What follows belongs to an exercise in optimizing a design on an open flow for small area; a production flow would make more cautious choices. Where RTL was checked, it was by simulation tests only, not by an equivalence proof against the original. Only the layout flow was run in run 4; the RTL was not checked for function there. Power is estimated from default activity; no workload was simulated.

### design.v
module cpu_top (
    input  logic        clk,
    input  logic        rst_n,
    input  logic [15:0] i_imem_data,
    input  logic [15:0] i_dmem_rdata,
    output logic [10:0] o_imem_addr,
    output logic [10:0] o_dmem_addr,
    output logic        o_dmem_we,
    output logic [15:0] o_dmem_wdata,
    output logic        o_io_stall
);
    logic [2:0]  st_q;
    logic [3:0]  t_q;
    logic [10:0] pc_q;
    logic [15:0] a_q;
    logic [15:0] r_q;
    logic [15:0] x_q;
    logic [3:0]  pidx_q;
    logic        pend_q;
    logic [15:0] ring [16];
    logic        clr_q;
    wire [15:0] ir = i_imem_data;
    wire [2:0]  op = ir[15:13];
    wire [3:0]  rs = ir[12:9];
    wire [3:0]  rt = ir[8:5];
    wire [3:0]  rd = ir[4:1];
    wire        fb = ir[0];
    wire is_alu = (op == 3'd0) || (op == 3'd1 && !fb);    
    wire is_mul = (op == 3'd1) && fb;
    wire is_ls  = (op == 3'd2) || (op == 3'd3);
    wire is_lw  = (op == 3'd2);
    logic [2:0] last;
    always_comb begin
        case (op)
            3'd0:    last = 3'd5;
            3'd1:    last = fb ? 3'd6 : 3'd5;
            3'd2:    last = 3'd7;
            3'd3:    last = 3'd6;
            default: last = 3'd4;
        endcase
    end
    wire is_last = (st_q == last);
    always_ff @(posedge clk or negedge rst_n) begin
        if (!rst_n)            st_q <= 3'd0;
        else if (st_q == 3'd0) st_q <= 3'd2;
        else if (is_last)      st_q <= 3'd1;
        else                   st_q <= st_q + 3'd1;
    end
    always_ff @(posedge clk or negedge rst_n) begin
        if (!rst_n) t_q <= 4'd0;
        else        t_q <= t_q + 4'd1;
    end
    assign o_io_stall = (st_q != 3'd1);
    wire [3:0] ridx = (st_q == 3'd2) ? rs : rt;
    wire [3:0] slot = ridx + t_q;
    wire       fwd  = pend_q && (ridx == pidx_q);
    logic [15:0] rdata;
    always_comb begin
        rdata = fwd ? x_q : 16'd0;
        for (int s = 0; s < 16; s++)
            rdata = rdata | (ring[s] & {16{!clr_q && !fwd && (slot == 4'(s))}});
    end
    always_ff @(posedge clk) begin
        if (st_q == 3'd2) a_q <= rdata;
        r_q <= rdata;
    end
    logic mul_q, ls_q, sub_q, slt_q;
    always_ff @(posedge clk) begin
        mul_q <= is_mul;
        ls_q  <= is_ls;
        sub_q <= (op == 3'd0) ? fb : 1'b1;
        slt_q <= (op == 3'd1) && !fb;
    end
    logic [4:0] win;
    always_comb begin
        case (st_q)
            3'd3:    win = rdata[15:11];
            3'd4:    win = r_q[11:7];
            3'd5:    win = r_q[7:3];
            default: win = {r_q[3:0], 1'b0};
        endcase
    end
    logic one_lo, two_lo, neg_lo, one_hi, two_hi, neg_hi;
    always_ff @(posedge clk) begin
        one_lo <= is_mul ? (win[1] ^ win[0]) : 1'b1;
        two_lo <= is_mul && ((win[2] && !win[1] && !win[0]) || (!win[2] && win[1] && win[0]));
        neg_lo <= is_mul && win[2];
        one_hi <= is_mul && (win[3] ^ win[2]);
        two_hi <= is_mul && ((win[4] && !win[3] && !win[2]) || (!win[4] && win[3] && win[2]));
        neg_hi <= is_mul && win[4];
    end
    wire [15:0] a_sh  = {a_q[14:0], 1'b0};
    wire [15:0] pp_lo = ((a_q & {16{one_lo}}) | (a_sh & {16{two_lo}})) ^ {16{neg_lo}};
    wire [15:0] pp_hi = ((a_q & {16{one_hi}}) | (a_sh & {16{two_hi}})) ^ {16{neg_hi}};
    logic [15:0] acc;
    always_comb begin
        if (mul_q)
            acc = {((st_q == 3'd4) ? 12'd0 : x_q[11:0]), 1'b0, neg_hi, 1'b0, neg_lo};
        else if (ls_q)
            acc = {{11{ir[4]}}, ir[4:0]};
        else
            acc = r_q ^ {16{sub_q}};
    end
    wire        cin  = !mul_q && !ls_q && sub_q;
    wire [15:0] tree = acc + pp_lo + {pp_hi[13:0], 1'b0, cin};
    wire lt = (a_q[15] != r_q[15]) ? a_q[15] : tree[15];
    wire eq = (a_q == r_q);
    wire prod_alu = is_alu && (st_q == 3'd4);
    wire addr_ls  = is_ls  && (st_q == 3'd4);
    wire prod_lw  = is_lw  && (st_q == 3'd6);
    wire step_mul = is_mul && (st_q == 3'd4 || st_q == 3'd5 || st_q == 3'd6 || st_q == 3'd1);
    wire prod_mul = is_mul && (st_q == 3'd1);
    wire produce  = prod_alu || prod_lw || prod_mul;
    always_ff @(posedge clk) begin
        if (prod_alu && slt_q)                 x_q <= {15'd0, lt};
        else if (prod_lw)                      x_q <= i_dmem_rdata;
        else if (prod_alu || addr_ls || step_mul) x_q <= tree;
    end
    always_ff @(posedge clk) begin
        if (produce) pidx_q <= is_lw ? rt : rd;
    end
    wire [3:0]  widx   = prod_mul ? rd : pidx_q;
    wire [3:0]  wslot  = widx + t_q + 4'd1;
    wire        commit = (pend_q || prod_mul) && (wslot[1:0] == 2'd0);
    wire [15:0] wres   = prod_mul ? tree : x_q;
    always_ff @(posedge clk or negedge rst_n) begin
        if (!rst_n)       pend_q <= 1'b0;
        else if (produce) pend_q <= !(prod_mul && commit);
        else if (commit)  pend_q <= 1'b0;
    end
    always_ff @(posedge clk or negedge rst_n) begin
        if (!rst_n)             clr_q <= 1'b1;
        else if (st_q == 3'd4)  clr_q <= 1'b0;
    end
    wire [15:0] wval = wres & {16{!clr_q}};
    always_ff @(posedge clk) begin
        for (int s = 0; s < 16; s++) begin
            if (s % 4 == 0 && (clr_q || (commit && wslot[3:2] == 2'(s / 4))))
                ring[s] <= wval;
            else
                ring[s] <= ring[(s + 15) % 16];
        end
    end
    wire        taken = (op == 3'd4) && eq;
    wire [10:0] pinc  = pc_q + (taken ? {{6{ir[4]}}, ir[4:0]} : 11'd0) + 11'd1;
    always_ff @(posedge clk or negedge rst_n) begin
        if (!rst_n)       pc_q <= 11'd0;
        else if (is_last) pc_q <= (op == 3'd5) ? ir[11:1] : pinc;
    end
    assign o_imem_addr  = pc_q;
    assign o_dmem_addr  = x_q[10:0];
    assign o_dmem_we    = (st_q == 3'd5) && (op == 3'd3);
    assign o_dmem_wdata = r_q;
endmodule
### flow/run.sh
#!/bin/bash
# Layout flow: ORFS through the standard.sh, with
#  - synthesis mapping combinational logic with the ABC script in
#    flow/abc_area.script (ORFS's synthesis is otherwise unchanged: same
#    yosys passes, same flip-flop mapping and register names),
#  - the make variables listed in flow/extra.txt (one NAME=VALUE per line).
# Each tool's full output stays in orfs/logs; make's output is in standard.log.
set -euo pipefail
cp -r "$FLOW_HOME/scripts" scripts_own
cp flow/abc_area.script scripts_own/abc_area.script
args=("SCRIPTS_DIR=$PWD/scripts_own")
if [[ -f flow/extra.txt ]]; then
  while IFS= read -r line; do
    [[ -z "$line" || "$line" == \#* ]] && continue
    args+=("$line")
  done < flow/extra.txt
fi
printf '%s\n' "${args[@]}" > make_args.log
bash standard.sh finish "${args[@]}" > standard.log 2>&1
### flow/abc_area.script
strash
dc2
&get -n
&st
&dch
&nf -R 1000
&put
topo
### flow/extra.txt
BUFFER_PORTS_ARGS=-buffer_cell sky130_fd_sc_hd__buf_1
CTS_ARGS=-sink_clustering_enable -repair_clock_nets -dont_use_dummy_load -sink_clustering_size 10 -sink_clustering_max_diameter 120 -buf_list {sky130_fd_sc_hd__clkbuf_4 sky130_fd_sc_hd__clkbuf_8}
### standard.sh
#!/bin/bash
# synth_recipe.tcl (not shown) runs the flow's synth.tcl, then flattens the netlist and writes it again
# the make line also repeats each setting of config.mk as NAME=value (left out here)
make -C /OpenROAD-flow-scripts/flow DESIGN_CONFIG=/design/flow/config.mk WORK_HOME=/design/flow/orfs CLKGATE_MAP_FILE= SYNTH_SCRIPT=/design/flow/synth_recipe.tcl "${@:-finish}"
### config.mk
export PLATFORM = sky130hd
export DESIGN_NAME = cpu_top
export DESIGN_NICKNAME = cpu_top
export VERILOG_FILES = /design/flow/design.v
export SDC_FILE = /design/flow/constraint.sdc
export NUM_CORES = 4
export LEC_CHECK = 0
export ABC_AREA = 1
export CAP_MARGIN = 10
export CORE_MARGIN = 2
export CORE_UTILIZATION = 55
export GPL_TIMING_DRIVEN = 1
export PLACE_DENSITY = 0.75
export SLEW_MARGIN = 10
### constraint.sdc
create_clock -name core_clock -period 5.5 [get_ports {clk}]
set_input_delay 1.1000 -clock core_clock [delete_from_list [all_inputs] [get_ports {clk}]]
set_output_delay 1.1000 -clock core_clock [all_outputs]
set_load 0.01 [all_outputs]
==> Flow_metrics.wiki, run 1 <==
{| class="wikitable"
! Metric !! Value
|-
| Die Y || 157 um
|-
| Worst slew margin || 34.0%
|-
| End of the worst register-to-register path || ring[4][15]$_DFF_P_
|-
| Detailed Route WL || 39000 um
|-
| Post-Synthesis Cell Area || 13000 um^2
|-
| Reg2Reg Depth || 23
|-
| Timing endpoint of the critical path || ring[4][15]$_DFF_P_
|-
| Mean cell area of the mapped netlist || 10.5 um^2
|-
| FF+latch count, synth || 338
|-
| Post-synthesis to final-layout area growth || 11.2%
|-
| Worst ir drop on vdd || 0.251 mV
|-
| Final nets || 1462
|-
| Number of global-route vias before repair || 10500
|-
| Hold bufs inserted after CTS || 0
|-
| Antenna-violating nets left || 0
|-
| Worst setup EP type || flop
|-
| Start point of the critical path || st_q[0]$_DFF_PN0_
|-
| I/O pin total || 74
|-
| Area taken by multi-input logic gates || 5570 um^2
|-
| Post-DR wirelength/cell || 23.0 um
|-
| Drt first pass iters || 7
|-
| Source of the worst hold timing path || ring[6][15]$_DFF_P_
|-
| Placed cell areas || ~14000 um^2
|-
| Post-route clock skew || 95.0 ps
|-
| Post-synth EDFFs || 21
|-
| Highest attainable clock frequency || just under 0.2 GHz
|-
| Most used flip-flop cell after synthesis || dfxtp_1
|-
| Number of nets in the synthesized netlist || 1319
|-
| Startpoint Class || flop
|-
| Portion of synthesized cell area occupied by the leading cell type || roughly 46%
|-
| Setup Fix Bufs, Post-CTS || 0
|-
| Width of the die || 157 um
|-
| H-tree levels || 2
|-
| Distinct cell type count of the synthesized netlist || 50
|-
| Global-route wire length before repair || ~60000 um
|-
| Core Box Area || 23300 um^2
|-
| Total Neg Setup Slack || 0 ps
|-
| Class of the most critical hold timing path || flop to flop
|-
| Library cell occupying the most area in the post-synthesis netlist || dfxtp_1
|-
| Most used standard cells in the synthesized netlist || dfxtp_1, o21ai_0, nand2_1, a21oi_1, nor2_1
|-
| Site row count || 56
|-
| Clock latency on the worst-skew pair || 590 ps
|-
| Clock-pin slew of the registers on the worst-case setup and hold paths || 80 ps
|-
| Slack of the worst reg-to-reg path || 390 ps
|-
| DRC violations left || 0
|-
| Unrepaired setup endpoints after global routing || no
|-
| Cells taking the most area after synthesis || dfxtp_1, a222oi_1, edfxtp_1, o21ai_0, a21oi_1
|-
| Clock buffer depth || 3
|-
| Beginning of the worst register-to-register path || st_q[0]$_DFF_PN0_
|-
| Sequential area share after synthesis || between 50% and 60%
|-
| Power Total || about 8.6 mW
|-
| Tightest Pin Transition || 989 ps
|-
| CTS tree || yes
|-
| Initial antenna violation count || 0
|-
| Cell at the root of the clock tree || clkbuf_8
|-
| Remaining global-route overflow || 0
|-
| Count of input and output buffers || 73
|-
| Total vias in the final route || between 10000 and 15000
|-
| Clk sink count || 338
|-
| Largest net degree at the start of global routing || 31
|-
| Static power due to leakage || roughly 5.4 nW
|-
| Number of max-capacitance violations reported || 0
|-
| Initial standard-cell utilization of the core || 55.5%
|-
| Final cycle utilization of the critical path || 92.8%
|-
| Worst Hold Margin || 302 ps
|-
| Antenna cell count || 0
|-
| Register cell area after layout || 7080 um^2
|-
| Global Route Usage Sum || between 30% and 40%
|-
| Final std cell area, no fill || 14400 um^2
|-
| Total power per unit cell area || approximately 590 nW/um^2
|-
| Minimum period implied by the final worst setup slack || 5110 ps
|-
| Number of synthesis warnings || 2
|-
| Run status || no timing/DRC/antenna violations
|-
| Arrival @ worst endpoint || 5500 ps
|-
| Number of instances resized during post-cts repair || 0
|-
| Final number of setup-violating endpoints || 0
|-
| Crit path required time || 5900 ps
|-
| Die Area || 24800 um^2
|-
| Vias/cell || 6.32
|-
| Most instantiated library cell after synthesis || dfxtp_1
|-
| Mapped Cells || 1231
|-
| Critical path class || flop to flop
|-
| DRT iter0 DRCs || approximately 1700
|-
| Final hold violation count || 0
|-
| Share of cells above drive strength 1 || under 10%
|-
| Clock buffers created by TritonCTS || 39
|-
| Placer Congestion || 0.898
|-
| Asr flop ratio synth || 5.92%
|-
| Fin. max-slew vios || 0
|-
| Detailed placer's ending HPWL || 26800 um
|-
| Total of fill cells in the finished design || 1933
|-
| Highest net fanout along the worst path || 6
|}
==> per-layer routing <==
layer  GRT usage (%)  part of all wire [%]
met1            41.7                    40
met3            10.1                    13
met2            48.0                    43
met5               0                     0
met4            14.4                   4.1
==> worst max-delay path, cell delays in order (launching register included) <==
cell and delay (ps):
dfrtp_1 450, clkinv_1 170, ha_1 260, and2_0 280, nor2_1 180, a21oi_1 110, fa_1 550, clkinv_1 60
ha_1 270, clkinv_1 100, o21bai_1 280, a21oi_1 110, o21bai_1 240, a21oi_1 110, o21bai_1 230, a21oi_1 120
o21bai_1 220, a21oi_1 100, o21bai_1 200, a21o_1 140, a21oi_1 70, xnor2_1 180, o21ai_0 410, o21ai_0 140
==> through the flow <==
stage               std cells  setup slack, ps  util [%]
finish                   1691              394      61.8
floorplan                1231             37.4         -
global placement         1652              463      59.5
CTS                      1691              516      61.8
global route             1691             41.9      61.8
detailed placement       1652              248      59.5
==> cell usage in the layout (no fill, tap or decap), types with 7 or more instances in the layout <==
cell type | synthesis | layout
dfxtp_1 | 297 | 297
o21ai_0 | 106 | 106
nand2_1 | 97 | 97
a21oi_1 | 95 | 95
nor2_1 | 95 | 90
a222oi_1 | 74 | 74
buf_1 | 0 | 73
clkinv_1 | 68 | 68
a22oi_1 | 51 | 51
xnor2_1 | 44 | 44
xor2_1 | 41 | 41
buf_4 | 11 | 40
clkbuf_8 | 0 | 39
ha_1 | 37 | 37
edfxtp_1 | 21 | 21
nand3_1 | 19 | 19
dfrtp_1 | 19 | 19
fa_1 | 17 | 17
a22o_1 | 16 | 16
o21bai_1 | 12 | 12
and2_0 | 12 | 12
and4_1 | 9 | 9
nor3_1 | 10 | 8
o22ai_1 | 8 | 8
nand4_1 | 7 | 7
and3_1 | 7 | 7
==> layout make-up <==
type | count | share of cell area, %
clock buffer | 39 | 3.72
inverter | 68 | 1.77
multi-input combinational | 814 | 38.7
tap | 319 | 2.77
timing repair buffer | 113 | 3.98
sequential | 338 | 49.1
==> worst min-delay path by stage <==
stage / depth (start not counted) / to / slack, ps
after CTS: 0 / ring[7][15]$_DFF_P_ / 300
final: 0 / ring[7][15]$_DFF_P_ / 300
after global routing: 0 / ring[7][15]$_DFF_P_ / 310
after global placement: 0 / ring[9][4]$_DFF_P_ / 330
after detailed placement: 0 / ring[9][11]$_DFF_P_ / 330
after floorplan: 0 / ring[2][9]$_DFF_P_ / 330
==> report_power, final <==
part | internal, mW | switching [mW]
Sequential | 3.28 | 0.648
Combinational | 1.17 | 2.02
Clock | 0.631 | 0.815
Total | 5.08 | 3.48
==> state kept, by name, summed over array words and instances (netlist names) <==
name,cells
a_q,16
ls_q,1
pc_q,11
t_q,4
pend_q,1
neg_hi,1
clr_q,1
st_q,3
one_lo,1
pidx_q,4
mul_q,1
sub_q,1
slt_q,1
two_hi,1
r_q,16
neg_lo,1
two_lo,1
ring,256
one_hi,1
x_q,16
==> cells by family (layout without fill, tap and decap cells) <==
| logic type | Yosys count | in the layout | share of synthesized area, % |
|---|---|---|---|
| AOI/OAI and AO/OA | 391 | 391 | 20.4 |
| xor gates and xnor gates | 85 | 85 | 5.74 |
| adders and majority gates | 54 | 54 | 6.20 |
| buffers and inverters | 79 | 220 | 2.61 |
| DFF | 338 | 338 | 54.6 |
| muxes | 12 | 12 | 0.985 |
| and+or+nand+nor | 272 | 272 | 9.41 |
==> inputs of run 2 (changes only) <==
--- a/design.v
+++ b/design.v
@@ -102,9 +102,12 @@
             acc = r_q ^ {16{sub_q}};
     end
     wire        cin  = !mul_q && !ls_q && sub_q;
-    wire [15:0] tree = acc + pp_lo + {pp_hi[13:0], 1'b0, cin};
+    wire [15:0] op3  = {pp_hi[13:0], 1'b0, cin};
+    wire [15:0] csum = acc ^ pp_lo ^ op3;
+    wire [15:0] ccar = (acc & pp_lo) | (acc & op3) | (pp_lo & op3);
+    wire [15:0] tree = csum + {ccar[14:0], 1'b0};
     wire lt = (a_q[15] != r_q[15]) ? a_q[15] : tree[15];
-    wire eq = (a_q == r_q);
+    wire eq = (&csum[15:1]) && !csum[0];
     wire prod_alu = is_alu && (st_q == 3'd4);
     wire addr_ls  = is_ls  && (st_q == 3'd4);
     wire prod_lw  = is_lw  && (st_q == 3'd6);
==> flow/extra.txt (replaced) <==
BUFFER_PORTS_ARGS=-buffer_cell sky130_fd_sc_hd__buf_1
CTS_ARGS=-sink_clustering_enable -repair_clock_nets -dont_use_dummy_load -sink_clustering_size 22 -sink_clustering_max_diameter 200 -buf_list {sky130_fd_sc_hd__clkbuf_8 sky130_fd_sc_hd__clkbuf_16}
--- a/config.mk
+++ b/config.mk
@@ -10,5 +10,4 @@
 export CORE_MARGIN = 2
 export CORE_UTILIZATION = 55
 export GPL_TIMING_DRIVEN = 1
-export PLACE_DENSITY = 0.75
 export SLEW_MARGIN = 10
==> run 2 against run 1 <==
  * Via count shrank 5.3%
  * Utilization is 1.6 points higher
  * Sequential cell count is the same
  * Clock power is 5% lower
  * Still clean on timing, DRC and antenna
  * Largest power group unchanged
  * Fmax is 2.5% higher
  * Clock-buffer cell count fell by 20
  * Critical endpoint is now pc_q[9]$_DFFE_PN0P_
  * Wire length is 0.26% lower
  * Setup slack improved by 130 ps
  * Non-clock buffer count is 32 higher
  * Sequential share of layout area rose by 0.077 points
  * Design area decreased by 0.14%
  * Clock skew shrank 41 ps
  * Highest routed layer unchanged
==> Flow_metrics.wiki, run 2 <==
{| class="wikitable"
! Metric !! Value
|-
| Beginning of the worst register-to-register path || st_q[0]$_DFF_PN0_ (unchanged)
|-
| Static power due to leakage || 5.47 nW (was 5.39 nW)
|-
| Site row count || 55 (was 56)
|-
| Number of instances resized during post-cts repair || 0 (unchanged)
|-
| Arrival @ worst endpoint || 5390 ps (was 5500 ps)
|-
| Tightest Pin Transition || 913 ps (was 989 ps)
|-
| Worst Hold Margin || 304 ps (was 302 ps)
|-
| Worst ir drop on vdd || 0.323 mV (was 0.251 mV)
|-
| Most used flip-flop cell after synthesis || dfxtp_1 (unchanged)
|-
| H-tree levels || 1 (was 2)
|-
| Largest net degree at the start of global routing || 29 (was 31)
|-
| Mapped Cells || 1194 (was 1231)
|-
| Register containing the most flip-flops in the final layout || ring (unchanged)
|-
| I/O pin total || 74 (unchanged)
|-
| Start point of the critical path || st_q[0]$_DFF_PN0_ (unchanged)
|-
| Global Route Usage Sum || 31.9% (was 31.8%)
|-
| Most instantiated library cell after synthesis || dfxtp_1 (unchanged)
|-
| Hold bufs inserted after CTS || 0 (unchanged)
|-
| CTS tree || yes (unchanged)
|-
| Die Y || 156 um (was 157 um)
|-
| Timing endpoint of the critical path || pc_q[9]$_DFFE_PN0P_ (was ring[4][15]$_DFF_P_)
|-
| Highest net fanout along the worst path || 12 (was 6)
|-
| Final number of setup-violating endpoints || 0 (unchanged)
|-
| Number of nets in the synthesized netlist || 1282 (was 1319)
|-
| Number of synthesis warnings || 2 (unchanged)
|-
| FF+latch count, synth || 338 (unchanged)
|-
| Placed cell areas || 13900 um^2 (about the same)
|-
| Class of the most critical hold timing path || flop to flop (unchanged)
|-
| Final std cell area, no fill || 14400 um^2 (about the same)
|-
| Placer Congestion || 0.908 (was 0.898)
|-
| Antenna cell count || 0 (unchanged)
|-
| Portion of synthesized cell area occupied by the leading cell type || 46.5% (was 45.9%)
|-
| Library cell occupying the most area in the post-synthesis netlist || dfxtp_1 (unchanged)
|-
| Combinational share of power || 38.9% (was 37.2%)
|-
| Detailed placer's ending HPWL || 28300 um (was 26800 um)
|-
| Initial standard-cell utilization of the core || 56.3% (was 55.5%)
|-
| Number of global-route vias before repair || 9860 (was 10500)
|-
| Number of placed instances with taps included || 1613 (was 1652)
|-
| Vias/cell || 6.20 (was 6.32)
|-
| Distinct cell type count of the synthesized netlist || 43 (was 50)
|-
| Clk sink count || 338 (unchanged)
|-
| Hold Path Cell Cnt || 0 (unchanged)
|-
| Startpoint Class || flop (unchanged)
|-
| Initial antenna violation count || 0 (unchanged)
|-
| Worst slew margin || 37.6% (was 34.0%)
|-
| Reg2Reg Depth || 26 (was 23)
|-
| Total Neg Setup Slack || 0 ps (unchanged)
|-
| Critical path class || flop to flop (unchanged)
|-
| Number of flip-flops under the largest register name || 256 (unchanged)
|-
| Most frequent cells in the layout || dfxtp_1, o21ai_0, a21oi_1 (was dfxtp_1, o21ai_0, nand2_1)
|-
| Sequential area share after synthesis || 55.4% (was 54.6%)
|-
| Remaining global-route overflow || 0 (unchanged)
|-
| Minimum period implied by the final worst setup slack || 4980 ps (was 5110 ps)
|-
| Width of the die || 156 um (was 157 um)
|-
| DRT iter0 DRCs || 1268 (was 1714)
|-
| Fraction of power consumed by sequential logic || 44.2% (was 45.9%)
|-
| Core Box Area || 22700 um^2 (was 23300 um^2)
|-
| Post-Synthesis Cell Area || 12800 um^2 (was 13000 um^2)
|-
| Post-route clock skew || 54.4 ps (was 95.0 ps)
|-
| Clock-pin slew of the registers on the worst-case setup and hold paths || 90 ps (was 80 ps)
|-
| Total vias in the final route || 10100 (was 10700)
|-
| Fin. max-slew vios || 0 (unchanged)
|-
| Antenna-violating nets left || 0 (unchanged)
|-
| Clk network pwr share || 16.9% (about the same)
|-
| Setup Fix Bufs, Post-CTS || 0 (unchanged)
|-
| Cell at the root of the clock tree || clkbuf_16 (was clkbuf_8)
|-
| Crit path required time || 5920 ps (was 5900 ps)
|-
| Clock buffers created by TritonCTS || 19 (was 39)
|-
| End of the worst register-to-register path || pc_q[9]$_DFFE_PN0P_ (was ring[4][15]$_DFF_P_)
|-
| Worst setup EP type || flop (unchanged)
|-
| Post-synth EDFFs || 21 (unchanged)
|-
| Switching portion of total power || 39.7% (was 40.7%)
|-
| Count of input and output buffers || 73 (unchanged)
|-
| Net Switching || 3.23 mW (was 3.48 mW)
|-
| Die Area || 24500 um^2 (was 24800 um^2)
|-
| Drt first pass iters || 6 (was 7)
|-
| Detailed Route WL || 38900 um (was 39000 um)
|-
| Final nets || 1437 (was 1462)
|-
| Most common library cell in the layout ignoring fill and taps || dfxtp_1 (unchanged)
|-
| Internal Pwr Total || 4.89 mW (was 5.08 mW)
|-
| Total power per unit cell area || 564 nW/um^2 (was 594 nW/um^2)
|-
| Clock latency on the worst-skew pair || 520 ps (was 590 ps)
|-
| Number of max-capacitance violations reported || 0 (unchanged)
|-
| Asr flop ratio synth || 5.92% (unchanged)
|-
| Clock buffer depth || 3 (unchanged)
|-
| Post-DR wirelength/cell || 23.8 um (was 23.0 um)
|-
| Share of cells above drive strength 1 || 7.50% (was 6.49%)
|-
| DRC violations left || 0 (unchanged)
|-
| Final cycle utilization of the critical path || 90.5% (was 92.8%)
|-
| Run status || no timing/DRC/antenna violations (unchanged)
|-
| Cells taking the most area after synthesis || dfxtp_1, a222oi_1, edfxtp_1, o21ai_0, a21oi_1 (unchanged)
|-
| Highest attainable clock frequency || 0.201 GHz (was 0.196 GHz)
|-
| Total of fill cells in the finished design || 1912 (was 1933)
|-
| Most used standard cells in the synthesized netlist || dfxtp_1, o21ai_0, a21oi_1, nand2_1, nor2_1 (was dfxtp_1, o21ai_0, nand2_1, a21oi_1, nor2_1)
|-
| Final std cells w/o fill || 1632 (was 1691)
|-
| Slack of the worst reg-to-reg path || 520 ps (was 390 ps)
|-
| Post-synthesis to final-layout area growth || 12.6% (was 11.2%)
|-
| Final hold violation count || 0 (unchanged)
|-
| Mean cell area of the mapped netlist || 10.7 um^2 (was 10.5 um^2)
|-
| Global-route wire length before repair || 58800 um (was 59500 um)
|-
| Unrepaired setup endpoints after global routing || no (unchanged)
|}
## run 2: changes by cell type in the layout (fill, tap and decap cells not counted), sizes merged, moves of 7 or more
cell	change
nor2	-16
clkbuf	-20
buf	+32
o22ai	-7
clkinv	-11
a21oi	+7
## run 2: critical path, cell delays in order, from the launching register on
cell and delay (ps):
dfrtp_2 450, clkinv_1 110, ha_1 240, and2_0 190, nor2_1 100, buf_4 200, a21oi_1 110, fa_1 480
nor4b_1 380, nand3_1 110, nor3_1 150, buf_4 170, and2_0 150, ha_1 230, a21oi_1 110, o21ai_0 110
and2_0 180, o21ai_0 150, nand2_1 90, and2_0 160, o21ai_0 140, nand2b_1 90, a21o_1 180, a21oi_1 180
xor2_1 160, a21oi_1 80, a21o_1 170
## run 2: cell type report
class,count,area (um^2),share of cell area (%)
clock buffer,19,475,3.30
inverter,57,214,1.49
multi-input combinational,788,5430,37.7
sequential,338,7080,49.2
tap,285,357,2.48
timing repair buffer,145,840,5.83
## run 2: worst min path at each step
stage               slack (ps)              endpoint                  from
finish                     300   ring[13][4]$_DFF_P_   ring[12][4]$_DFF_P_
global route               320   ring[13][4]$_DFF_P_   ring[12][4]$_DFF_P_
CTS                        310   ring[13][4]$_DFF_P_   ring[12][4]$_DFF_P_
detailed placement         340  ring[14][15]$_DFF_P_  ring[13][15]$_DFF_P_
global placement           330  ring[15][14]$_DFF_P_  ring[14][14]$_DFF_P_
floorplan                  330  ring[10][12]$_DFF_P_   ring[9][12]$_DFF_P_
## run 2: power by group through the flow
stage	clock, mW	combinational, mW	sequential [mW]
finish	1.38	3.16	3.59
global route	1.47	3.46	3.64
CTS	1.39	3.13	3.57
detailed placement	0	3.10	3.62
global placement	0	3.08	3.62
floorplan	0	2.04	3.44
## run 2: cells by family after synthesis
| family | synth area share (%) |
|---|---|
| compound gates | 20.2 |
| flops | 55.4 |
| simple gates | 8.96 |
| xor+xnor | 5.62 |
| buf+inv | 2.32 |
| fa+ha+maj | 6.28 |
| mux | 1.26 |
## run 2: routing by layer
metal  share of wire (%)  up-vias  track usage, %  wire length, um
met3                 9.1       72            6.51             3540
met5                   0        -               0                0
met2                  45      446            50.4            17400
met4                 3.0        0            10.4             1170
li1                    -     4714               -                -
met1                  43     4882            44.2            16700
## run 2: per-stage QoR
stage          utilization, %  power, mW  worst slack (ps)
2_1_floorplan               -       5.49              49.1
3_3_place_gp             61.3       6.70               202
3_5_place_dp             61.3       6.72              69.0
4_1_cts                  63.4       8.09               422
5_1_grt                  63.4       8.57              75.2
6_report                 63.4       8.12               521
==> inputs of run 3 (changes only) <==
==> flow/extra.txt (replaced) <==
BUFFER_PORTS_ARGS=-buffer_cell sky130_fd_sc_hd__buf_1
CTS_ARGS=-sink_clustering_enable -repair_clock_nets -dont_use_dummy_load -sink_clustering_size 16 -sink_clustering_max_diameter 150 -buf_list {sky130_fd_sc_hd__clkbuf_8}
--- a/config.mk
+++ b/config.mk
@@ -10,4 +10,5 @@
 export CORE_MARGIN = 2
 export CORE_UTILIZATION = 55
 export GPL_TIMING_DRIVEN = 1
+export PLACE_DENSITY = 0.75
 export SLEW_MARGIN = 10
==> run 3 against run 2 <==
  * Synthesized area is the same
  * Design area decreased by 1.4%
  * Hold slack worse by 25 ps
  * Critical endpoint unchanged
  * Wire length decreased by 2.9%
  * Die area did not move
  * Largest power group unchanged
  * Still clean on timing, DRC and antenna
==> Flow_metrics.wiki, run 3 <==
{| class="wikitable"
! Metric !! Value
|-
| Slack of the worst reg-to-reg path || 450 ps (was 520 ps)
|-
| Final number of setup-violating endpoints || 0 (unchanged)
|-
| Clock buffer depth || 3 (unchanged)
|-
| FF+latch count, synth || 338 (unchanged)
|-
| Internal Pwr Total || 4.68 mW (was 4.89 mW)
|-
| Die Area || 24500 um^2 (unchanged)
|-
| Worst setup EP type || flop (unchanged)
|-
| Run status || no timing/DRC/antenna violations (unchanged)
|-
| Post-route clock skew || 56.3 ps (was 54.4 ps)
|-
| Minimum period implied by the final worst setup slack || 5050 ps (was 4980 ps)
|-
| Placer Congestion || 0.989 (was 0.908)
|-
| Number of nets in the synthesized netlist || 1282 (unchanged)
|-
| Worst-path cell with the longest stage delay || fa_1 (unchanged)
|-
| Share of cells above drive strength 1 || 7.44% (was 7.50%)
|-
| Buffers & Inverters on Critical Path || 3 (unchanged)
|-
| Worst Hold Path EP || ring[5][4]$_DFF_P_ (was ring[13][4]$_DFF_P_)
|-
| Source of the worst hold timing path || ring[4][4]$_DFF_P_ (was ring[12][4]$_DFF_P_)
|-
| Post-synth EDFFs || 21 (unchanged)
|-
| Combinational share of power || 40.2% (was 38.9%)
|-
| Total Neg Setup Slack || 0 ps (unchanged)
|-
| Total power per unit cell area || 555 nW/um^2 (was 564 nW/um^2)
|-
| Drt first pass iters || 7 (was 6)
|-
| Most used flip-flop cell after synthesis || dfxtp_1 (unchanged)
|-
| Most used standard cells in the synthesized netlist || dfxtp_1, o21ai_0, a21oi_1, nand2_1, nor2_1 (unchanged)
|-
| Most instantiated library cell after synthesis || dfxtp_1 (unchanged)
|-
| Portion of synthesized cell area occupied by the leading cell type || 46.5% (unchanged)
|-
| Fraction of power consumed by sequential logic || 45.4% (was 44.2%)
|-
| Clk network pwr share || 14.4% (was 16.9%)
|-
| Register containing the most flip-flops in the final layout || ring (unchanged)
|-
| Switching portion of total power || 40.5% (was 39.7%)
|-
| Post-DR wirelength/cell || 23.2 um (was 23.8 um)
|-
| I/O pin total || 74 (unchanged)
|-
| Site row count || 55 (unchanged)
|-
| Mapped Cells || 1194 (unchanged)
|-
| Width of the die || 156 um (unchanged)
|-
| DRT iter0 DRCs || 1701 (was 1268)
|-
| Initial antenna violation count || 0 (unchanged)
|-
| Mean cell area of the mapped netlist || 10.7 um^2 (unchanged)
|-
| Clock latency on the worst-skew pair || 580 ps (was 520 ps)
|-
| Clk sink count || 338 (unchanged)
|-
| Startpoint Class || flop (unchanged)
|-
| Tightest Pin Transition || 976 ps (was 913 ps)
|-
| Placed cell areas || 13800 um^2 (was 13900 um^2)
|-
| Antenna-violating nets left || 0 (unchanged)
|-
| Distinct cell type count of the synthesized netlist || 43 (unchanged)
|-
| H-tree levels || 1 (unchanged)
|-
| Sequential area share after synthesis || 55.4% (unchanged)
|-
| Remaining global-route overflow || 0 (unchanged)
|-
| Total vias in the final route || 10400 (was 10100)
|-
| DRC violations left || 0 (unchanged)
|-
| Clock-pin slew of the registers on the worst-case setup and hold paths || 110 ps (was 90 ps)
|-
| End of the worst register-to-register path || pc_q[9]$_DFFE_PN0P_ (unchanged)
|-
| Most common library cell in the layout ignoring fill and taps || dfxtp_1 (unchanged)
|-
| Static power due to leakage || 5.37 nW (was 5.47 nW)
|-
| Final std cell area, no fill || 14200 um^2 (was 14400 um^2)
|-
| Arrival @ worst endpoint || 5490 ps (was 5390 ps)
|-
| Net Switching || 3.19 mW (was 3.23 mW)
|-
| Die Y || 156 um (unchanged)
|-
| Setup Fix Bufs, Post-CTS || 0 (unchanged)
|-
| Antenna cell count || 0 (unchanged)
|-
| Asr flop ratio synth || 5.92% (unchanged)
|-
| Vias/cell || 6.35 (was 6.20)
|-
| Post-synthesis to final-layout area growth || 11.0% (was 12.6%)
|-
| Number of synthesis warnings || 2 (unchanged)
|-
| Cells taking the most area after synthesis || dfxtp_1, a222oi_1, edfxtp_1, o21ai_0, a21oi_1 (unchanged)
|-
| Cell family contributing the most delay on the critical path || simple AND/OR/NAND/NOR gates (unchanged)
|-
| Count of input and output buffers || 73 (unchanged)
|-
| CTS tree || yes (unchanged)
|-
| Maximum cell stage delay along the critical path || 480 ps (about the same)
|-
| Fin. max-slew vios || 0 (unchanged)
|-
| Reg2Reg Depth || 26 (unchanged)
|-
| Final cycle utilization of the critical path || 91.7% (was 90.5%)
|-
| Unrepaired setup endpoints after global routing || no (unchanged)
|-
| Highest attainable clock frequency || 0.198 GHz (was 0.201 GHz)
|-
| Worst slew margin || 34.7% (was 37.6%)
|-
| Initial standard-cell utilization of the core || 56.3% (unchanged)
|-
| Hold Path Cell Cnt || 0 (unchanged)
|-
| Crit path required time || 5950 ps (was 5920 ps)
|-
| Number of placed instances with taps included || 1604 (was 1613)
|-
| Clock buffers created by TritonCTS || 25 (was 19)
|-
| Largest net degree at the start of global routing || 32 (was 29)
|-
| Post-Synthesis Cell Area || 12800 um^2 (unchanged)
|-
| Beginning of the worst register-to-register path || st_q[0]$_DFF_PN0_ (unchanged)
|-
| Detailed Route WL || 37700 um (was 38900 um)
|-
| Power Total || 7.87 mW (was 8.12 mW)
|-
| Core Box Area || 22700 um^2 (unchanged)
|-
| Cell at the root of the clock tree || clkbuf_8 (was clkbuf_16)
|-
| Worst ir drop on vdd || 0.246 mV (was 0.323 mV)
|-
| Critical path class || flop to flop (unchanged)
|-
| Number of flip-flops under the largest register name || 256 (unchanged)
|-
| Final std cells w/o fill || 1629 (was 1632)
|-
| Final nets || 1434 (was 1437)
|-
| Detailed placer's ending HPWL || 27600 um (was 28300 um)
|-
| Number of max-capacitance violations reported || 0 (unchanged)
|-
| Global-route wire length before repair || 57300 um (was 58800 um)
|-
| Highest net fanout along the worst path || 12 (unchanged)
|-
| Class of the most critical hold timing path || flop to flop (unchanged)
|-
| Most frequent cells in the layout || dfxtp_1, o21ai_0, a21oi_1 (unchanged)
|-
| Global Route Usage Sum || 30.7% (was 31.9%)
|-
| Final hold violation count || 0 (unchanged)
|-
| Library cell occupying the most area in the post-synthesis netlist || dfxtp_1 (unchanged)
|-
| Number of global-route vias before repair || 9946 (was 9860)
|}
==> run 3: changes by cell type in the layout (fill, tap and decap cells not counted), sizes merged <==
| cell | delta |
|---|---|
| buf | -10 |
| clkbuf | +7 |
==> run 3: power by group through the flow <==
stage | combinational (mW) | clock, mW | sequential, mW
5_1_grt | 3.44 | 1.24 | 3.62
2_1_floorplan | 2.04 | 0 | 3.44
3_3_place_gp | 3.01 | 0 | 3.58
4_1_cts | 3.08 | 1.15 | 3.55
6_report | 3.16 | 1.14 | 3.57
3_5_place_dp | 3.06 | 0 | 3.60
==> run 3: cells by family after synthesis <==
kind of cell             after synthesis  share of synthesized area (%)
XOR/XNOR                              82                           5.62
flip-flops                           338                           55.4
adder cells (fa/ha/maj)               54                           6.28
buffers and inverters                 68                           2.32
AND/OR/NAND/NOR                      252                           8.96
AO/OA/AOI/OAI                        385                           20.2
multiplexers                          15                           1.26
==> run 3: final cells by class <==
type	instances	area, um^2
inverters	57	214
flip-flops and latches	338	7080
fillers	1894	8520
well taps	285	357
multi-input cells	788	5440
repair buffers	136	761
clock buffers	25	344
==> run 3: layer usage <==
metal	GRT usage (%)	wire, um
met3	4.46	4110
met2	49.3	17100
met4	9.70	1190
met1	43.1	15300
met5	0	0
==> run 3: how the worst max path moves through the flow <==
stage	from	to	slack, ps	cells past startpoint
after floorplan	st_q[0]$_DFF_PN0_	two_hi$_DFF_P_	50	19
after global placement	i_imem_data[4]	pc_q[9]$_DFFE_PN0P_	190	25
after detailed placement	i_imem_data[4]	pc_q[9]$_DFFE_PN0P_	70	25
after CTS	st_q[0]$_DFF_PN0_	pc_q[9]$_DFFE_PN0P_	370	26
after global routing	st_q[0]$_DFF_PN0_	pc_q[9]$_DFFE_PN0P_	40	26
final	st_q[0]$_DFF_PN0_	pc_q[9]$_DFFE_PN0P_	450	26
==> run 3: worst reg2reg max path: stages, from the launching register on <==
cell and delay [ps]:
dfrtp_2 450, clkinv_1 120, ha_1 240, and2_0 180
nor2_1 120, buf_4 210, a21oi_1 100, fa_1 480
nor4_1 350, nand3_1 150, nor3_1 150, buf_4 170
and2_0 160, ha_1 240, a21oi_1 130, o21ai_0 110
and2_0 180, o21ai_0 150, nand2_1 90, and2_0 170
o21ai_0 160, nand2b_1 90, a21o_1 180, a21oi_1 160
xor2_1 160, a21oi_1 80, a21o_1 170
==> run 3: what timing repair did <==
item / 4_1_cts / 5_1_grt
resized for setup: 0 / 3
endpoints found under the setup margin: 0 / 1
hold buffers: 0 / 0
==> run 3: metrics by stage <==
stage | setup WS, ps | utilization [%] | hold WS, ps
2_1_floorplan | 49.1 | - | 330
3_3_place_gp | 190 | 60.9 | 331
3_5_place_dp | 66.1 | 60.9 | 335
4_1_cts | 367 | 62.4 | 281
5_1_grt | 40.5 | 62.5 | 269
6_report | 455 | 62.5 | 280
==> inputs of run 4 (changes only) <==
--- a/design.v
+++ b/design.v
@@ -51,7 +51,8 @@
         else        t_q <= t_q + 4'd1;
     end
     assign o_io_stall = (st_q != 3'd1);
-    wire [3:0] ridx = (st_q == 3'd2) ? rs : rt;
+    wire       swap = (op == 3'd0) || (op == 3'd1) || (op == 3'd4);
+    wire [3:0] ridx = ((st_q == 3'd2) == swap) ? rt : rs;
     wire [3:0] slot = ridx + t_q;
     wire       fwd  = pend_q && (ridx == pidx_q);
     logic [15:0] rdata;
@@ -64,13 +65,13 @@
         if (st_q == 3'd2) a_q <= rdata;
         r_q <= rdata;
     end
-    logic mul_q, ls_q, sub_q, slt_q;
+    logic mul_q, ls_q, slt_q;
     always_ff @(posedge clk) begin
         mul_q <= is_mul;
         ls_q  <= is_ls;
-        sub_q <= (op == 3'd0) ? fb : 1'b1;
         slt_q <= (op == 3'd1) && !fb;
     end
+    wire is_sub = (op == 3'd0) ? fb : (op == 3'd1 || op == 3'd4);
     logic [4:0] win;
     always_comb begin
         case (st_q)
@@ -84,7 +85,7 @@
     always_ff @(posedge clk) begin
         one_lo <= is_mul ? (win[1] ^ win[0]) : 1'b1;
         two_lo <= is_mul && ((win[2] && !win[1] && !win[0]) || (!win[2] && win[1] && win[0]));
-        neg_lo <= is_mul && win[2];
+        neg_lo <= is_mul ? win[2] : is_sub;
         one_hi <= is_mul && (win[3] ^ win[2]);
         two_hi <= is_mul && ((win[4] && !win[3] && !win[2]) || (!win[4] && win[3] && win[2]));
         neg_hi <= is_mul && win[4];
@@ -99,14 +100,14 @@
         else if (ls_q)
             acc = {{11{ir[4]}}, ir[4:0]};
         else
-            acc = r_q ^ {16{sub_q}};
+            acc = r_q;
     end
-    wire        cin  = !mul_q && !ls_q && sub_q;
+    wire        cin  = !mul_q && neg_lo;
     wire [15:0] op3  = {pp_hi[13:0], 1'b0, cin};
     wire [15:0] csum = acc ^ pp_lo ^ op3;
     wire [15:0] ccar = (acc & pp_lo) | (acc & op3) | (pp_lo & op3);
     wire [15:0] tree = csum + {ccar[14:0], 1'b0};
-    wire lt = (a_q[15] != r_q[15]) ? a_q[15] : tree[15];
+    wire lt = (r_q[15] != a_q[15]) ? r_q[15] : tree[15];
     wire eq = (&csum[15:1]) && !csum[0];
     wire prod_alu = is_alu && (st_q == 3'd4);
     wire addr_ls  = is_ls  && (st_q == 3'd4);
==> run 4 against run 3 <==
  * Total power grew 1.6%
  * Combinational power shrank 4%
  * Clock power is essentially flat
  * Non-clock buffer count grew 10
  * Hold slack gained 0.82 ps
  * Synthesized cell count grew 0.84%
  * Setup slack lost 27 ps
  * Sequential power grew 7.6%
  * First-iteration DRC count shrank 21%
  * Critical endpoint is now pc_q[10]$_DFFE_PN0P_
==> Flow_metrics.wiki, run 4 <==
{| class="wikitable"
! Metric !! Value
|-
| Final nets || 1454 (was 1434)
|-
| Hold Path Cell Cnt || 0 (unchanged)
|-
| Vias/cell || 6.29 (was 6.35)
|-
| Clock-pin slew of the registers on the worst-case setup and hold paths || 110 ps (about the same)
|-
| Highest net fanout along the worst path || 12 (unchanged)
|-
| Cells taking the most area after synthesis || dfxtp_1, a222oi_1, edfxtp_1, o21ai_0, nand2_1 (was dfxtp_1, a222oi_1, edfxtp_1, o21ai_0, a21oi_1)
|-
| Most used standard cells in the synthesized netlist || dfxtp_1, nand2_1, o21ai_0, a21oi_1, a222oi_1 (was dfxtp_1, o21ai_0, a21oi_1, nand2_1, nor2_1)
|-
| Clock latency on the worst-skew pair || 580 ps (about the same)
|-
| Number of flip-flops under the largest register name || 256 (unchanged)
|-
| Post-route clock skew || 55.4 ps (was 56.3 ps)
|-
| Die Y || 156 um (about the same)
|-
| Post-synthesis to final-layout area growth || 11.9% (was 11.0%)
|-
| Initial antenna violation count || 0 (unchanged)
|-
| Global-route wire length before repair || 56800 um (was 57300 um)
|-
| Source of the worst hold timing path || ring[6][4]$_DFF_P_ (was ring[4][4]$_DFF_P_)
|-
| Worst slew margin || 36.4% (was 34.7%)
|-
| Reg2Reg Depth || 30 (was 26)
|-
| Post-synth EDFFs || 21 (unchanged)
|-
| Portion of synthesized cell area occupied by the leading cell type || 46.7% (was 46.5%)
|-
| Register containing the most flip-flops in the final layout || ring (unchanged)
|-
| Mean cell area of the mapped netlist || 10.5 um^2 (was 10.7 um^2)
|-
| Most frequent cells in the layout || dfxtp_1, nand2_1, o21ai_0 (was dfxtp_1, o21ai_0, a21oi_1)
|-
| Slack of the worst reg-to-reg path || 430 ps (was 450 ps)
|-
| Worst-path cell with the longest stage delay || fa_1 (unchanged)
|-
| DRT iter0 DRCs || 1342 (was 1701)
|-
| Maximum cell stage delay along the critical path || 450 ps (was 480 ps)
|-
| Pre-CTS worst setup slack || 41.9 ps (was 66.1 ps)
|-
| Final hold violation count || 0 (unchanged)
|-
| I/O pin total || 74 (unchanged)
|-
| Number of max-capacitance violations reported || 0 (unchanged)
|-
| Beginning of the worst register-to-register path || st_q[0]$_DFF_PN0_ (unchanged)
|-
| Clock buffer depth || 3 (unchanged)
|-
| Post-Synthesis Cell Area || 12700 um^2 (was 12800 um^2)
|-
| Total vias in the final route || 10400 (about the same)
|-
| Fin. max-slew vios || 0 (unchanged)
|-
| Core Box Area || 22600 um^2 (was 22700 um^2)
|-
| Run status || no timing/DRC/antenna violations (unchanged)
|-
| Total of fill cells in the finished design || 1879 (was 1894)
|-
| Most common library cell in the layout ignoring fill and taps || dfxtp_1 (unchanged)
|-
| Global Route Usage Sum || 30.4% (was 30.7%)
|-
| Drt first pass iters || 10 (was 7)
|-
| Width of the die || 156 um (about the same)
|-
| Library cell appearing most often on the critical path || nand2_1
|-
| Clk sink count || 337 (was 338)
|-
| Minimum period implied by the final worst setup slack || 5070 ps (was 5050 ps)
|-
| Post-DR wirelength/cell || 22.6 um (was 23.2 um)
|-
| Worst ir drop on vdd || 0.239 mV (was 0.246 mV)
|-
| Setup Fix Bufs, Post-CTS || 0 (unchanged)
|-
| Placer Congestion || 0.913 (was 0.989)
|-
| FF+latch count, synth || 337 (was 338)
|-
| Highest attainable clock frequency || 0.197 GHz (was 0.198 GHz)
|-
| End of the worst register-to-register path || pc_q[10]$_DFFE_PN0P_ (was pc_q[9]$_DFFE_PN0P_)
|-
| Unrepaired setup endpoints after global routing || no (unchanged)
|-
| Final std cell area, no fill || 14200 um^2 (about the same)
|-
| Power Total || 8.00 mW (was 7.87 mW)
|-
| Antenna-violating nets left || 0 (unchanged)
|-
| Worst setup EP type || flop (unchanged)
|-
| Most used flip-flop cell after synthesis || dfxtp_1 (unchanged)
|-
| Most instantiated library cell after synthesis || dfxtp_1 (unchanged)
|-
| Final number of setup-violating endpoints || 0 (unchanged)
|-
| DRC violations left || 0 (unchanged)
|-
| Count of input and output buffers || 73 (unchanged)
|-
| Clock buffers created by TritonCTS || 25 (unchanged)
|-
| Total power per unit cell area || 563 nW/um^2 (was 555 nW/um^2)
|-
| Static power due to leakage || 5.50 nW (was 5.37 nW)
|-
| Class of the most critical hold timing path || flop to flop (unchanged)
|-
| Mapped Cells || 1204 (was 1194)
|-
| Number of synthesis warnings || 2 (unchanged)
|-
| Total Neg Setup Slack || 0 ps (unchanged)
|-
| Arrival @ worst endpoint || 5530 ps (was 5490 ps)
|-
| Largest net degree at the start of global routing || 29 (was 32)
|-
| CTS tree || yes (unchanged)
|-
| Tightest Pin Transition || 930 ps (was 976 ps)
|-
| Sequential area share after synthesis || 55.6% (was 55.4%)
|-
| Critical path class || flop to flop (unchanged)
|-
| Detailed Route WL || 37300 um (was 37700 um)
|-
| Final WS setup || 428 ps (was 455 ps)
|-
| Number of nets in the synthesized netlist || 1292 (was 1282)
|-
| Crit path required time || 5960 ps (was 5950 ps)
|-
| Placed cell areas || 13900 um^2 (was 13800 um^2)
|-
| Hold bufs inserted after CTS || 0 (unchanged)
|-
| H-tree levels || 1 (unchanged)
|-
| Asr flop ratio synth || 5.93% (was 5.92%)
|-
| Library cell occupying the most area in the post-synthesis netlist || dfxtp_1 (unchanged)
|-
| Startpoint Class || flop (unchanged)
|-
| Initial standard-cell utilization of the core || 56.0% (was 56.3%)
|-
| Number of global-route vias before repair || 9986 (was 9946)
|-
| Antenna cell count || 0 (unchanged)
|-
| Detailed placer's ending HPWL || 26700 um (was 27600 um)
|-
| Final cycle utilization of the critical path || 92.2% (was 91.7%)
|-
| Distinct cell type count of the synthesized netlist || 47 (was 43)
|-
| Cell at the root of the clock tree || clkbuf_8 (unchanged)
|-
| Die Area || 24300 um^2 (was 24500 um^2)
|-
| Share of cells above drive strength 1 || 7.84% (was 7.44%)
|-
| Remaining global-route overflow || 0 (unchanged)
|-
| Site row count || 55 (unchanged)
|-
| Worst Hold Path EP || ring[7][4]$_DFF_P_ (was ring[5][4]$_DFF_P_)
|}
==> run 4: what timing repair did <==
item	4_1_cts	5_1_grt
setup endpoints to repair	0	2
gates resized for setup	0	2
hold endpoints to repair	0	0
==> run 4: through the flow <==
stage                     hold slack, ps  util [%]  instances
after detailed placement             335      61.2       1624
after floorplan                      330         -       1204
after global routing                 291      62.7       1649
after CTS                            284      62.7       1649
after global placement               332      61.2       1624
final                                280      62.7       1649
==> run 4: cell type report <==
cell class / instances / area (um^2) / area share, %
sequential: 337 / 7060 / 49.7
multi-input combinational: 811 / 5400 / 38.0
timing repair buffer: 146 / 872 / 6.14
tap: 285 / 357 / 2.51
clock buffer: 25 / 344 / 2.42
inverter: 45 / 169 / 1.19
==> run 4: logic make-up (layout without fill, tap and decap cells) <==
logic type | Yosys count | in the layout | share of synthesized area [%]
DFF | 337 | 337 | 55.6
AOI/OAI and AO/OA | 378 | 378 | 19.9
xor gates and xnor gates | 67 | 67 | 4.63
and+or+nand+nor | 300 | 300 | 10.6
buffers and inverters | 56 | 216 | 1.98
adders and majority gates | 54 | 54 | 6.33
muxes | 12 | 12 | 1.01
==> run 4: metal layers <==
| metal | track usage, % | up-vias | wire length, um |
|---|---|---|---|
| met5 | 0 | - | 0 |
| met4 | 9.79 | 0 | 1200 |
| met3 | 4.75 | 96 | 3840 |
| met2 | 47.9 | 585 | 16700 |
| met1 | 43.2 | 4947 | 15500 |
| li1 | - | 4745 | - |
==> run 4: power by group <==
part | internal [mW] | switching, mW | total, mW | leakage, nW
clock | 0.407 | 0.733 | 1.14 | 0.180
sequential | 3.25 | 0.583 | 3.84 | 2.86
combinational | 1.15 | 1.87 | 3.02 | 2.46
==> run 4: worst max path at each step <==
stage,start,endpoint,slack (ps),depth (start not counted)
6_report,st_q[0]$_DFF_PN0_,pc_q[10]$_DFFE_PN0P_,430,30
5_1_grt,ls_q$_DFF_P_,ring[0][15]$_DFF_P_,20,26
4_1_cts,st_q[0]$_DFF_PN0_,pc_q[10]$_DFFE_PN0P_,390,30
3_5_place_dp,i_imem_data[4],pc_q[10]$_DFFE_PN0P_,40,30
3_3_place_gp,i_imem_data[4],pc_q[9]$_DFFE_PN0P_,100,26
2_1_floorplan,st_q[0]$_DFF_PN0_,two_hi$_DFF_P_,270,22
==> run 4: worst max-delay path, delay by kind of cell (launching register included) <==
family / cells / cell delay [ps]
AOI/OAI and AO/OA: 9 / 1320
xor gates and xnor gates: 1 / 140
adders and majority gates: 4 / 1280
buffers and inverters: 4 / 590
DFF: 1 / 430
and+or+nand+nor: 12 / 1230

==> static timing again, ports no longer ideal <==
The flow's constraints put no driver on any port. The routed layouts listed below were extracted and timed again, unchanged, in two steps. Step 1 (the two cells are an assumption about what drives the block):
set clk [get_ports {clk}]
set_driving_cell -lib_cell sky130_fd_sc_hd__clkbuf_16 $clk
set_driving_cell -lib_cell sky130_fd_sc_hd__buf_2 [delete_from_list [all_inputs] $clk]
Step 2 also shifts input and output timing later by t, the mid clock arrival at the registers, as if the neighbouring blocks saw the same clock. a / b / c = ideal ports / drivers / drivers and shift; a / b = the first two.
run	t, ns	setup slack, ns	worst setup path after step 2	latest minus earliest clock arrival (ns)	worst data-port slew with drivers (ns)
run 1	0.586	0.394 / 0.394 / 0.134	input to register	0.095 / 0.095	0.05
run 2	0.544	0.521 / 0.521 / 0.045	input to register	0.054 / 0.054	0.04
run 3	0.597	0.455 / 0.455 / 0.059	input to register	0.058 / 0.058	0.05
run 4	0.604	0.428 / 0.428 / -0.033	input to register	0.060 / 0.060	0.05
Met with ideal ports but missed after step 2: setup timing in run 4. The setup slack of run 2, which loses most, moves by 0.000 ns with the drivers and by -0.476 ns with both steps.
